This design comes from an exercise in tuning for a short achievable clock period and few clock cycles on the open sky130 flow, not from production work.
Function was checked by simulation only, so behaviour that the tests miss may differ from the original.
No activity file was given, so power comes from the tool's default toggle rates.

==> flow/run.sh <==
#!/bin/bash
# synth_recipe.tcl (not shown) runs the flow's synth.tcl, then flattens the netlist and writes it again
# the make line also repeats each setting of config.mk as NAME=value (left out here)
make -C /OpenROAD-flow-scripts/flow DESIGN_CONFIG=/design/flow/config.mk WORK_HOME=/design/flow/orfs CLKGATE_MAP_FILE= SYNTH_SCRIPT=/design/flow/synth_recipe.tcl finish
==> flow/config.mk <==
export PLATFORM = sky130hd
export DESIGN_NAME = yrow_delta_integrator
export DESIGN_NICKNAME = yrow_delta_integrator
export VERILOG_FILES = /design/flow/design.v
export SDC_FILE = /design/flow/constraint.sdc
export NUM_CORES = 4
export LEC_CHECK = 0
export CAP_MARGIN = 20
export CORE_MARGIN = 2
export CORE_UTILIZATION = 40
export SLEW_MARGIN = 20
==> flow/constraint.sdc <==
create_clock -name core_clock -period 6.0 [get_ports {clk}]
set_input_delay 1.2000 -clock core_clock [delete_from_list [all_inputs] [get_ports {clk}]]
set_output_delay 1.2000 -clock core_clock [all_outputs]
set_load 0.01 [all_outputs]
==> flow/design.v <==
module yrow_delta_integrator #(
  parameter int DATA_W     = 24,
  parameter int ENTRIES    = 5,
  parameter int ADDR_W     = 16,
  parameter int FIFO_DEPTH = 4
) (
  input  logic                     clk,
  input  logic                     rst_n,
  input  logic                     chng_valid,
  output logic                     chng_ready,
  input  logic [ADDR_W-1:0]        chng_row,
  input  logic [ADDR_W-1:0]        chng_col,
  input  logic [DATA_W-1:0]        chng_real,
  input  logic [DATA_W-1:0]        chng_img,
  input  logic                     filt_EN,
  output logic                     op_rd_req,
  output logic [ADDR_W-1:0]        op_y_row,
  input  logic [ENTRIES*2*DATA_W-1:0] ymem_data,
  input  logic                     yMemDataReady,
  output logic                     op_wr_en,
  output logic [ENTRIES*2*DATA_W-1:0] op_wr_data,
  output logic [2*DATA_W-1:0]      op_yVal1,
  output logic [2*DATA_W-1:0]      op_yVal2,
  output logic                     op_EX_EN,
  input  logic                     exModDone,
  output logic                     op_Done,
  output logic                     op_colErr
);
  localparam int ENT_W  = 2 * DATA_W;
  localparam int ROW_W  = ENTRIES * ENT_W;
  localparam int PTR_W  = $clog2(FIFO_DEPTH);
  localparam int CNT_W  = PTR_W + 1;
  localparam int WORD_W = 2 * ADDR_W + 2 * DATA_W;
  typedef enum logic [2:0] {
    S_IDLE    = 3'd0,
    S_FETCH   = 3'd1,
    S_UPDATE  = 3'd2,
    S_WRITE   = 3'd3,
    S_NOTIFY  = 3'd4,
    S_WAIT_EX = 3'd5
  } state_e;
  function automatic logic [DATA_W-1:0] sat_add(input logic [DATA_W-1:0] a,
                                                input logic [DATA_W-1:0] b);
    logic [DATA_W:0]   sum;
    logic [DATA_W-1:0] res;
    sum = {a[DATA_W-1], a} + {b[DATA_W-1], b};
    if (sum[DATA_W] != sum[DATA_W-1]) begin
      res = sum[DATA_W] ? {1'b1, {(DATA_W-1){1'b0}}} : {1'b0, {(DATA_W-1){1'b1}}};
    end else begin
      res = sum[DATA_W-1:0];
    end
    sat_add = res;
  endfunction
  state_e state_q, state_d;
  logic [WORD_W-1:0] fifo_mem_q [FIFO_DEPTH];
  logic [WORD_W-1:0] fifo_mem_d [FIFO_DEPTH];
  logic [PTR_W-1:0]  wr_ptr_q, wr_ptr_d, rd_ptr_q, rd_ptr_d;
  logic [CNT_W-1:0]  count_q, count_d;
  logic [ADDR_W-1:0] chg_col_q, chg_col_d;
  logic [DATA_W-1:0] chg_real_q, chg_real_d, chg_img_q, chg_img_d;
  logic [ROW_W-1:0]  row_buf_q, row_buf_d;
  logic              ex_done_q, ex_done_d;
  logic              chng_ready_q, chng_ready_d;
  logic              op_rd_req_q, op_rd_req_d;
  logic [ADDR_W-1:0] op_y_row_q, op_y_row_d;
  logic              op_wr_en_q, op_wr_en_d;
  logic [ROW_W-1:0]  op_wr_data_q, op_wr_data_d;
  logic [ENT_W-1:0]  op_yval1_q, op_yval1_d, op_yval2_q, op_yval2_d;
  logic              op_ex_en_q, op_ex_en_d;
  logic              op_done_q, op_done_d;
  logic              op_col_err_q, op_col_err_d;
  logic              full_s, empty_s, push_s, pop_s, col_ok_s;
  logic [WORD_W-1:0] push_word_s, head_s;
  logic [ADDR_W-1:0] head_row_s, head_col_s;
  logic [DATA_W-1:0] head_real_s, head_img_s;
  logic [ENT_W-1:0]  old_ent_s, new_ent_s;
  logic [ROW_W-1:0]  new_row_s;
  assign full_s      = (count_q == CNT_W'(FIFO_DEPTH));
  assign empty_s     = (count_q == {CNT_W{1'b0}});
  assign push_s      = chng_valid & ~full_s;
  assign pop_s       = (state_q == S_IDLE) & filt_EN & ~empty_s;
  assign push_word_s = {chng_row, chng_col, chng_real, chng_img};
  assign head_s      = fifo_mem_q[rd_ptr_q];
  assign head_row_s  = head_s[2*DATA_W+ADDR_W +: ADDR_W];
  assign head_col_s  = head_s[2*DATA_W +: ADDR_W];
  assign head_real_s = head_s[DATA_W +: DATA_W];
  assign head_img_s  = head_s[0 +: DATA_W];
  assign col_ok_s    = (head_col_s < ADDR_W'(ENTRIES));
  always_comb begin
    for (int i = 0; i < FIFO_DEPTH; i++) begin
      fifo_mem_d[i] = fifo_mem_q[i];
    end
    wr_ptr_d   = wr_ptr_q;
    rd_ptr_d   = rd_ptr_q;
    count_d    = count_q;
    if (push_s) begin
      for (int i = 0; i < FIFO_DEPTH; i++) begin
        if (wr_ptr_q == PTR_W'(i)) fifo_mem_d[i] = push_word_s;
      end
      wr_ptr_d             = wr_ptr_q + PTR_W'(1);
    end else begin
      wr_ptr_d = wr_ptr_q;
    end
    if (pop_s) begin
      rd_ptr_d = rd_ptr_q + PTR_W'(1);
    end else begin
      rd_ptr_d = rd_ptr_q;
    end
    case ({push_s, pop_s})
      2'b10:   count_d = count_q + CNT_W'(1);
      2'b01:   count_d = count_q - CNT_W'(1);
      default: count_d = count_q;
    endcase
  end
  always_ff @(posedge clk or negedge rst_n) begin
    if (!rst_n) begin
      for (int i = 0; i < FIFO_DEPTH; i++) begin
        fifo_mem_q[i] <= {WORD_W{1'b0}};
      end
      wr_ptr_q <= {PTR_W{1'b0}};
      rd_ptr_q <= {PTR_W{1'b0}};
      count_q  <= {CNT_W{1'b0}};
    end else begin
      for (int i = 0; i < FIFO_DEPTH; i++) begin
        fifo_mem_q[i] <= fifo_mem_d[i];
      end
      wr_ptr_q   <= wr_ptr_d;
      rd_ptr_q   <= rd_ptr_d;
      count_q    <= count_d;
    end
  end
  always_ff @(posedge clk or negedge rst_n) begin
    if (!rst_n) begin
      state_q <= S_IDLE;
    end else begin
      state_q <= state_d;
    end
  end
  always_comb begin
    state_d = state_q;
    case (state_q)
      S_IDLE:    state_d = (pop_s && col_ok_s) ? S_FETCH : S_IDLE;
      S_FETCH:   state_d = yMemDataReady ? S_UPDATE : S_FETCH;
      S_UPDATE:  state_d = S_WRITE;
      S_WRITE:   state_d = S_NOTIFY;
      S_NOTIFY:  state_d = S_WAIT_EX;
      S_WAIT_EX: state_d = ex_done_q ? S_IDLE : S_WAIT_EX;
      default:   state_d = S_IDLE;
    endcase
  end
  always_comb begin
    old_ent_s = {ENT_W{1'b0}};
    for (int k = 0; k < ENTRIES; k++) begin
      old_ent_s = old_ent_s |
                  ((chg_col_q == ADDR_W'(k)) ? row_buf_q[k*ENT_W +: ENT_W] : {ENT_W{1'b0}});
    end
    new_ent_s = {sat_add(old_ent_s[DATA_W +: DATA_W], chg_real_q),
                 sat_add(old_ent_s[0 +: DATA_W], chg_img_q)};
    new_row_s = row_buf_q;
    for (int k = 0; k < ENTRIES; k++) begin
      new_row_s[k*ENT_W +: ENT_W] = (chg_col_q == ADDR_W'(k)) ? new_ent_s
                                                              : row_buf_q[k*ENT_W +: ENT_W];
    end
  end
  always_comb begin
    chg_col_d    = chg_col_q;
    chg_real_d   = chg_real_q;
    chg_img_d    = chg_img_q;
    op_y_row_d   = op_y_row_q;
    row_buf_d    = row_buf_q;
    op_wr_data_d = op_wr_data_q;
    op_yval1_d   = op_yval1_q;
    op_yval2_d   = op_yval2_q;
    if (pop_s && col_ok_s) begin
      chg_col_d  = head_col_s;
      chg_real_d = head_real_s;
      chg_img_d  = head_img_s;
      op_y_row_d = head_row_s;
    end else begin
      op_y_row_d = op_y_row_q;
    end
    if ((state_q == S_FETCH) && yMemDataReady) begin
      row_buf_d = ymem_data;
    end else begin
      row_buf_d = row_buf_q;
    end
    if (state_q == S_UPDATE) begin
      op_wr_data_d = new_row_s;
      op_yval1_d   = old_ent_s;
      op_yval2_d   = new_ent_s;
    end else begin
      op_wr_data_d = op_wr_data_q;
    end
    ex_done_d    = (state_q == S_WAIT_EX) & exModDone & ~ex_done_q;
    op_rd_req_d  = (state_d == S_FETCH);
    op_wr_en_d   = (state_d == S_WRITE);
    op_ex_en_d   = (state_d == S_NOTIFY);
    op_done_d    = (state_q == S_IDLE) & empty_s;
    chng_ready_d = (count_d != CNT_W'(FIFO_DEPTH));
    op_col_err_d = op_col_err_q | (pop_s & ~col_ok_s);
  end
  always_ff @(posedge clk or negedge rst_n) begin
    if (!rst_n) begin
      chg_col_q    <= {ADDR_W{1'b0}};
      chg_real_q   <= {DATA_W{1'b0}};
      chg_img_q    <= {DATA_W{1'b0}};
      row_buf_q    <= {ROW_W{1'b0}};
      ex_done_q    <= 1'b0;
      chng_ready_q <= 1'b1;
      op_rd_req_q  <= 1'b0;
      op_y_row_q   <= {ADDR_W{1'b0}};
      op_wr_en_q   <= 1'b0;
      op_wr_data_q <= {ROW_W{1'b0}};
      op_yval1_q   <= {ENT_W{1'b0}};
      op_yval2_q   <= {ENT_W{1'b0}};
      op_ex_en_q   <= 1'b0;
      op_done_q    <= 1'b1;
      op_col_err_q <= 1'b0;
    end else begin
      chg_col_q    <= chg_col_d;
      chg_real_q   <= chg_real_d;
      chg_img_q    <= chg_img_d;
      row_buf_q    <= row_buf_d;
      ex_done_q    <= ex_done_d;
      chng_ready_q <= chng_ready_d;
      op_rd_req_q  <= op_rd_req_d;
      op_y_row_q   <= op_y_row_d;
      op_wr_en_q   <= op_wr_en_d;
      op_wr_data_q <= op_wr_data_d;
      op_yval1_q   <= op_yval1_d;
      op_yval2_q   <= op_yval2_d;
      op_ex_en_q   <= op_ex_en_d;
      op_done_q    <= op_done_d;
      op_col_err_q <= op_col_err_d;
    end
  end
  assign chng_ready = chng_ready_q;
  assign op_rd_req  = op_rd_req_q;
  assign op_y_row   = op_y_row_q;
  assign op_wr_en   = op_wr_en_q;
  assign op_wr_data = op_wr_data_q;
  assign op_yVal1   = op_yval1_q;
  assign op_yVal2   = op_yval2_q;
  assign op_EX_EN   = op_ex_en_q;
  assign op_Done    = op_done_q;
  assign op_colErr  = op_col_err_q;
endmodule
==> notes.md <==
* Worst-Margin Slew at 1.044 ns
* Final HPWL DP at 109300 µm
* R2R depth at 16
* WL/cell at 27.88 µm
* Cell Pwr Density at 625.5 nW/µm²
* Die width at 332.3 µm
* Gr usage total at 0.2746
* Leakage at ~23 nW
* Final Hold Slack at approximately 0.48 ns
* Sink Count at 993
* Setup WS pre-CTS at 0.4681 ns
* Final ANT Viol Nets at 0
* Slew HR at 0.3043
* Setup crit start kind: register
* Mux contribution to synthesized area at 0.1783
* DRT Pass-1 Iters at 9
* Die H at about 330 µm
* Synthesized instance count at 3416
* Most common cell after layout, fill and taps aside: dfrtp_1
* Hold Crit Start: op_yval2_q[23]
* Clock Skew at 0.03461 ns
* Core Area at 106900 µm²
* Total CTS buffers at 108
* Fin util at 0.5173
* First-pass GRT wire length at 225900 µm
* Clock tree from TritonCTS: yes
* Count of boundary I/O pins at between 600 and 700
* # Post-CTS Setup Buffers at 0
* Number of synthesized flops with an enable pin at 0
* Ys Warns at 3
* CP Data Required Time at roughly 6.6 ns
* CP Class: register to register
* CP Max Fanout at 24
* Syn_nets at 3802
* CTS clk-pin slew, worst paths at 0.06 ns
* RR Startpoint: chg_col_q[11]
* Routed via count at 32569
* Combinational family with the most area after synthesis: multiplexers
* DRC at 0
* Grt total ovfl at 0
* Port bufs at 683
* Final wirelength at 154600 µm
* Iter 0 DRT Violations at 3118
* Post-synth design cell area at 43100 µm²
* Starting density of the core at 0.4032
* Max clock buf depth at 3
* FFs w/ async S/R, synth at 1.000
* Element type at the critical path end: register
* Post-synthesis sequential area ratio at 0.5766
* Maximum number of pins on one net before global-route repair at 173
* P&R area growth vs syn at 28.30%
* VDD IR max at ~0.33 mV
* Setup TNS Final at 0 ns
* Tmin final at around 5.6 ns
* Fin worst setup slack at 0.3902 ns
* Initial antenna violation count at 59
* Tcrit/Tclk final at 0.9350
* Flop-to-flop setup slack at 0.39 ns
* Final GP Congestion at roughly 0.9
* Most frequent cells in the layout: dfrtp_1, clkdlybuf4s50_1, mux2_2
* Row count at 120
* CTS H-tree depth at 3
* Final nets at about 4400
* Vias per cell at 5.873
* Max Fclk at 178.3 MHz
* Hold path cells at 2
* Complex-gate fraction of the synthesized area at 0.1477
* # hold bufs at CTS at 0
* Status: finished clean
* Worst hold path type: register to register
* Root buf cell: clkbuf_16
* Gates resized, CTS repair at 0
* Final setup viols at 0
* Ys flop type: dfrtp_1
* Clock Latency Late Sink at between 0.7 and 0.8 ns
* RSZ-0062 raised after global routing: false
* Die ar. at approximately 110000 µm²
* Crit path DAT at 6.23 ns
* Avg Cell Area, Syn at approximately 13 µm²
* Area share of and/or/nand/nor cells after synthesis at 0.04218
* Reg2reg end: op_wr_data_q[114]
* Number of global-route vias before repair at 31644
* Layout cells sized above 1 at 0.2424
* WHS Endpoint: op_yval2_q[23]
* Synthesis-stage register bit count at 993
* Slew Limit Fails at 0
* Distinct cell type count after synthesis at between 80 and 90
* Adder-cell area share of the yosys netlist at 0.01841
* Max Cap Viol at 0
* Final Hold Vio Count at 0
* Post-synthesis xor/xnor area fraction at 0.009348
-- report_power, final --
| group | internal (mW) | total [mW] | switching (mW) |
|---|---|---|---|
| Sequential | 9.94 | 12.4 | 2.42 |
| Combinational | 7.08 | 15.5 | 8.39 |
| Clock | 3.94 | 6.76 | 2.82 |
-- per-stage QoR --
step / power [mW] / cell area (µm²) / instances
5_1_grt: 36.42 / 55290 / 5542
6_report: 34.59 / 55300 / 5546
2_1_floorplan: 20.56 / 43100 / 3416
3_5_place_dp: 27.77 / 51610 / 5316
4_1_cts: 34.60 / 55230 / 5520
3_3_place_gp: 27.53 / 51570 / 5314
-- final cells by class --
| type | count | area (µm²) |
|---|---|---|
| sequential | 993 | 24850 |
| clock inverter | 33 | 319.1 |
| fill | 9371 | 51600 |
| multi-input combinational | 2143 | 17260 |
| inverter | 29 | 116.4 |
| timing repair buffer | 748 | 7632 |
| antenna | 26 | 65.06 |
| tap | 1403 | 1755 |
| clock buffer | 171 | 3303 |
-- Yosys cell counts, types with 5 or more instances --
library cell | n | share of area
o31ai_1 | 5 | 0.00087
o22ai_1 | 231 | 0.034
a21o_1 | 21 | 0.0037
mux2_1 | 26 | 0.0068
ha_1 | 57 | 0.017
mux2_2 | 650 | 0.17
nor3_1 | 19 | 0.0022
o21ai_1 | 8 | 0.00093
buf_4 | 5 | 0.00087
a211oi_4 | 9 | 0.0042
nor2b_1 | 6 | 0.00087
a31oi_1 | 16 | 0.0023
o211ai_1 | 8 | 0.0014
dfrtp_1 | 991 | 0.58
and2_1 | 16 | 0.0023
nand3_1 | 14 | 0.0016
mux2i_1 | 6 | 0.0014
a211oi_1 | 16 | 0.0028
buf_1 | 17 | 0.0015
a222oi_1 | 116 | 0.027
a21oi_1 | 268 | 0.031
xnor2_1 | 28 | 0.0057
nand2_1 | 180 | 0.016
a22oi_1 | 50 | 0.0087
nand4_1 | 16 | 0.0023
o21ai_0 | 106 | 0.012
o21bai_1 | 6 | 0.0010
clkbuf_1 | 178 | 0.016
inv_1 | 27 | 0.0024
a21oi_2 | 42 | 0.0085
buf_2 | 44 | 0.0051
xor2_1 | 18 | 0.0037
buf_6 | 6 | 0.0016
nor2_1 | 115 | 0.010
nand2_2 | 9 | 0.0013
-- logic make-up after synthesis --
logic type / Yosys count
AOI/OAI and AO/OA: 943
xor gates and xnor gates: 46
adders and majority gates: 62
buffers and inverters: 280
DFF: 993
muxes: 683
and+or+nand+nor: 409
-- routing by layer --
metal	vias up	wire, µm	GRT usage
met2	1380	69510	0.4132
met5	-	325	0
met4	50	5101	0.09942
met1	16790	65220	0.3714
met3	281	14440	0.08804
li1	14068	-	-
-- critical path: stages (launching register included) --
cell and delay, ns:
dfrtp_1 0.38, nor4_1 0.30, nand2_1 0.14, nor3_2 0.37, and3b_4 0.60, buf_4 0.33, a222oi_1 0.12, nand2_1 0.22
ha_1 0.26, nand2_1 0.09, nor3_1 0.22, o211ai_1 0.23, a211oi_2 0.37, nor3_1 0.12, a31oi_4 0.80, nand3_1 0.65
a21oi_1 0.29
-- registers in the layout, indices dropped and copies added (netlist names), 2 cells and up --
| name | count |
|---|---|
| fifo_mem_q | 320 |
| op_wr_data_q | 240 |
| row_buf_q | 240 |
| op_yval1_q | 48 |
| op_yval2_q | 48 |
| chg_img_q | 24 |
| chg_real_q | 24 |
| chg_col_q | 16 |
| op_y_row_q | 16 |
| count_q | 3 |
| state_q | 3 |
| rd_ptr_q | 2 |
| wr_ptr_q | 2 |
-- worst max path at each step --
stage | from | end | slack [ns] | depth (start not counted)
6_report | chg_col_q[11] | op_wr_data_q[114] | 0.39 | 16
5_1_grt | chg_col_q[11] | op_wr_data_q[210] | 0.05 | 16
4_1_cts | chg_col_q[11] | op_wr_data_q[210] | 0.43 | 16
3_5_place_dp | chg_col_q[11] | op_wr_data_q[18] | 0.47 | 16
3_3_place_gp | chg_col_q[15] | op_wr_data_q[122] | 0.53 | 17
2_1_floorplan | chg_col_q[11] | op_wr_data_q[98] | 1.94 | 20
Testbench counts, summed over its fixed seeds: cycles 31,425.

==> afterwards: timing with drivers on the ports <==
How much do the figures lean on ideal ports? The routed layout below was timed once more, with nothing changed but the port constraints. Step 1: set_driving_cell puts a clkbuf_16 on clk and a buf_2 on each other input, an assumption about the parent block. Step 2 moves the port delays by t, midway between the first and last clock arrival at a register: inputs arrive t later, outputs are due t later. That takes back most of the time a late clock gives input paths. Three values: no drivers, after step 1, after step 2; two values: the first two.
t (ns): 0.764
setup slack, ns: 0.390 / 0.390 / 0.390
worst register clock-pin slew, ns: 0.07 / 0.07
After both steps this run still meets setup and hold. The setup slack of this run moves by 0.000 ns with the drivers and by 0.000 ns with both steps.
